This design comes from an exercise in tuning for small area on the open sky130 flow, not from production work. Only simulation tests tie the RTL to the original design; equivalence was not proved. Power and IR drop assume default switching activity.

rev 12:
## wb_regfile
module wb_regfile #(
    parameter int DATA_W = 32,
    parameter int ADDR_W = 5,
    parameter int BYPASS = 1,
    parameter int CNT_W  = 16
) (
    input  logic              clk,
    input  logic              rst_n,
    input  logic              ife_wb,
    input  logic [ADDR_W-1:0] Ri_wb,
    input  logic [DATA_W-1:0] write_wb,
    input  logic [ADDR_W-1:0] Rs_id,
    input  logic [ADDR_W-1:0] Rt_id,
    output logic [DATA_W-1:0] rs_data,
    output logic [DATA_W-1:0] rt_data,
    input  logic [ADDR_W-1:0] dbg_addr,
    output logic [DATA_W-1:0] dbg_data,
    output logic [CNT_W-1:0]  wr_count,
    output logic [ADDR_W-1:0] wr_last
);
For scale: roughly 4200 cells after synthesis, roughly 1000 flip-flops.
Settings: LEC_CHECK=0, CAP_MARGIN=20, CELL_PAD_IN_SITES_DETAIL_PLACEMENT=1, CELL_PAD_IN_SITES_GLOBAL_PLACEMENT=1, CORE_MARGIN=2, CORE_UTILIZATION=35, PLACE_DENSITY=0.5, SLEW_MARGIN=20, SYNTH_HIERARCHICAL=1; clock period 8.0 ns.
standard.sh (not shown) runs the stock make flow with config.mk's settings and CLKGATE_MAP_FILE= SYNTH_SCRIPT=/design/flow/synth_recipe.tcl, a recipe that flattens the netlist after the stock synthesis.
==> flow/flow/run.sh <==
#!/bin/bash
# Standard ORFS layout, with two changes: port buffers use the smallest buffer cell, and
# clock tree synthesis inserts no dummy loads.
set -euo pipefail
bash standard.sh \
  "BUFFER_PORTS_ARGS=-buffer_cell sky130_fd_sc_hd__buf_1" \
  "CTS_ARGS=-sink_clustering_enable -repair_clock_nets -dont_use_dummy_load -sink_clustering_size 12 -sink_clustering_max_diameter 100 -buf_list {sky130_fd_sc_hd__clkbuf_4 sky130_fd_sc_hd__clkbuf_8}" \
  finish > standard_flow.log 2>&1
For rev 13, these inputs were changed with respect to rev 12:
# rev 12
export LEC_CHECK = 0
export CAP_MARGIN = 20
export CELL_PAD_IN_SITES_DETAIL_PLACEMENT = 1
export CELL_PAD_IN_SITES_GLOBAL_PLACEMENT = 1
export CORE_MARGIN = 2
export CORE_UTILIZATION = 35
export PLACE_DENSITY = 0.5
export SLEW_MARGIN = 20
export SYNTH_HIERARCHICAL = 1
create_clock -name core_clock -period 8.0 [get_ports {clk}]
# rev 13
export LEC_CHECK = 0
export CAP_MARGIN = 5
export CELL_PAD_IN_SITES_DETAIL_PLACEMENT = 1
export CELL_PAD_IN_SITES_GLOBAL_PLACEMENT = 1
export CORE_MARGIN = 2
export CORE_UTILIZATION = 35
export PLACE_DENSITY = 0.5
export SLEW_MARGIN = 5
export SYNTH_HIERARCHICAL = 1
create_clock -name core_clock -period 8.0 [get_ports {clk}]
==> comparison <==
- On core utilization of the finished layout, rev 13 tracks rev 12 almost exactly.
- Rev 13 and rev 12 ended up with nearly the same portion of the layout cell area used by clock cells.
- Rev 13 and rev 12 ended up with nearly the same global-route wire length before repair.
- Diff rev 13..rev 12 | share of cells above drive strength 1 | negligible
- Run comparison: rev 12 slowest cell on the critical path buf_1; rev 13 slowest cell on the critical path a211o_2
- Diff rev 13..rev 12 | overall power | negligible
- [rev 13] non-clock buffer count fell about 0.5% relative to rev 12
- Clock period minus worst slack (rev 13 over rev 12): increase, 0.038 ns


Setup of run A:
wb_regfile, a different RTL version from the one above (not shown whole).
Size: about 1000 flip-flops, roughly 45000 um2 of cells after synthesis.
clock: 8.0 ns
lec_check: 0
cap_margin: 20
cell_pad_in_sites_detail_placement: 1
cell_pad_in_sites_global_placement: 1
core_margin: 2
core_utilization: 45
place_density: 0.6
slew_margin: 20
synth_hierarchical: 1
==> flow/flow/run.sh <==
#!/bin/bash
# Standard ORFS layout with these changes after synthesis: port buffers use the smallest buffer
# cell, clock tree synthesis inserts no dummy loads and uses smaller clusters and buffers, and the
# resizer may not use the mid-size buffers buf_4/6/8 (it falls back to buf_2 or larger ones).
set -euo pipefail
bash standard.sh synth > standard_synth.log 2>&1
DU=$(make -s -C "$FLOW_HOME" DESIGN_CONFIG="$PWD/config.mk" WORK_HOME="$PWD/orfs" print-DONT_USE_CELLS | sed 's/^DONT_USE_CELLS: *//')
bash standard.sh \
  "DONT_USE_CELLS=$DU sky130_fd_sc_hd__buf_4 sky130_fd_sc_hd__buf_6 sky130_fd_sc_hd__buf_8" \
  "BUFFER_PORTS_ARGS=-buffer_cell sky130_fd_sc_hd__buf_1" \
  "CTS_ARGS=-sink_clustering_enable -repair_clock_nets -dont_use_dummy_load -sink_clustering_size 14 -sink_clustering_max_diameter 100 -buf_list {sky130_fd_sc_hd__clkbuf_4 sky130_fd_sc_hd__clkbuf_8}" \
  finish > standard_flow.log 2>&1
Relative to run A, the following input files were edited for run B:
Settings: changing PLACE_DENSITY from 0.6 to 0.5; changing CORE_UTILIZATION from 45 to 35.
==> flow/flow/run.sh <==
#!/bin/bash
# Standard ORFS layout, with two changes: port buffers use the smallest buffer cell, and
# clock tree synthesis inserts no dummy loads.
set -euo pipefail
bash standard.sh \
  "BUFFER_PORTS_ARGS=-buffer_cell sky130_fd_sc_hd__buf_1" \
  "CTS_ARGS=-sink_clustering_enable -repair_clock_nets -dont_use_dummy_load -sink_clustering_size 14 -sink_clustering_max_diameter 100 -buf_list {sky130_fd_sc_hd__clkbuf_4 sky130_fd_sc_hd__clkbuf_8}" \
  finish > standard_flow.log 2>&1
## What came out
- Run B and run A all finish clean.
- Combinational power delta (run B -> run A): insignificant
- Instance count after placement with tap cells included (run B / run A): 1.06
- In the tables for run B and run A, switching share of total power reads higher with run B.
- Setup WNS run A -> run B: worse
- Wire length of the first global-routing pass ends up higher on run B.
- Relative to run A, the global-route usage of run B is lower by 7.5 points.
What run C does differently from run B at the input level:
Settings: changing CORE_UTILIZATION from 35 to 45; changing PLACE_DENSITY from 0.5 to 0.6.
[summary]
Logic depth of the worst setup path including buffers was higher in the run labelled run C. | CTS sink count | run C vs run B | ≈ equal |. Achievable frequency: run C < run B. Relative to run B, the non-clock buffer count of run C is lower by 17. The standard cells in run C occupy less silicon area than those in run B do. Relative to run B, first-iteration DRC count has increased by 1094 in run C.

## static timing again, ports no longer ideal
No port has a modelled driver above. Below, the same layouts with a new extraction and two added sets of constraints. Step 1 (the two cells are an assumption about what drives the block):
set clk [get_ports {clk}]
set_driving_cell -lib_cell sky130_fd_sc_hd__clkbuf_16 $clk
set_driving_cell -lib_cell sky130_fd_sc_hd__buf_2 [delete_from_list [all_inputs] $clk]
Step 2 also shifts input and output timing later by t, the mid clock arrival at the registers, as if the neighbouring blocks saw the same clock. Three values: ideal, step 1, step 2; two values: the first two.
run | t, ns | setup WS [ns] | hold slack, ns | latest minus earliest clock arrival (ns)
rev 12 | 0.881 | 0.471 / 0.445 / 0.445 | 0.471 / 0.471 / 0.471 | 0.096 / 0.096
rev 13 | 0.918 | 0.433 / 0.406 / 0.406 | 0.475 / 0.475 / 0.475 | 0.058 / 0.059
run A | 0.869 | 0.483 / 0.456 / 0.456 | 0.493 / 0.493 / 0.493 | 0.071 / 0.070
run B | 0.907 | 0.387 / 0.364 / 0.364 | 0.478 / 0.478 / 0.478 | 0.049 / 0.049
run C | 0.875 | 0.255 / 0.231 / 0.231 | 0.481 / 0.481 / 0.481 | 0.055 / 0.055
After both steps setup and hold are still met in every run listed.
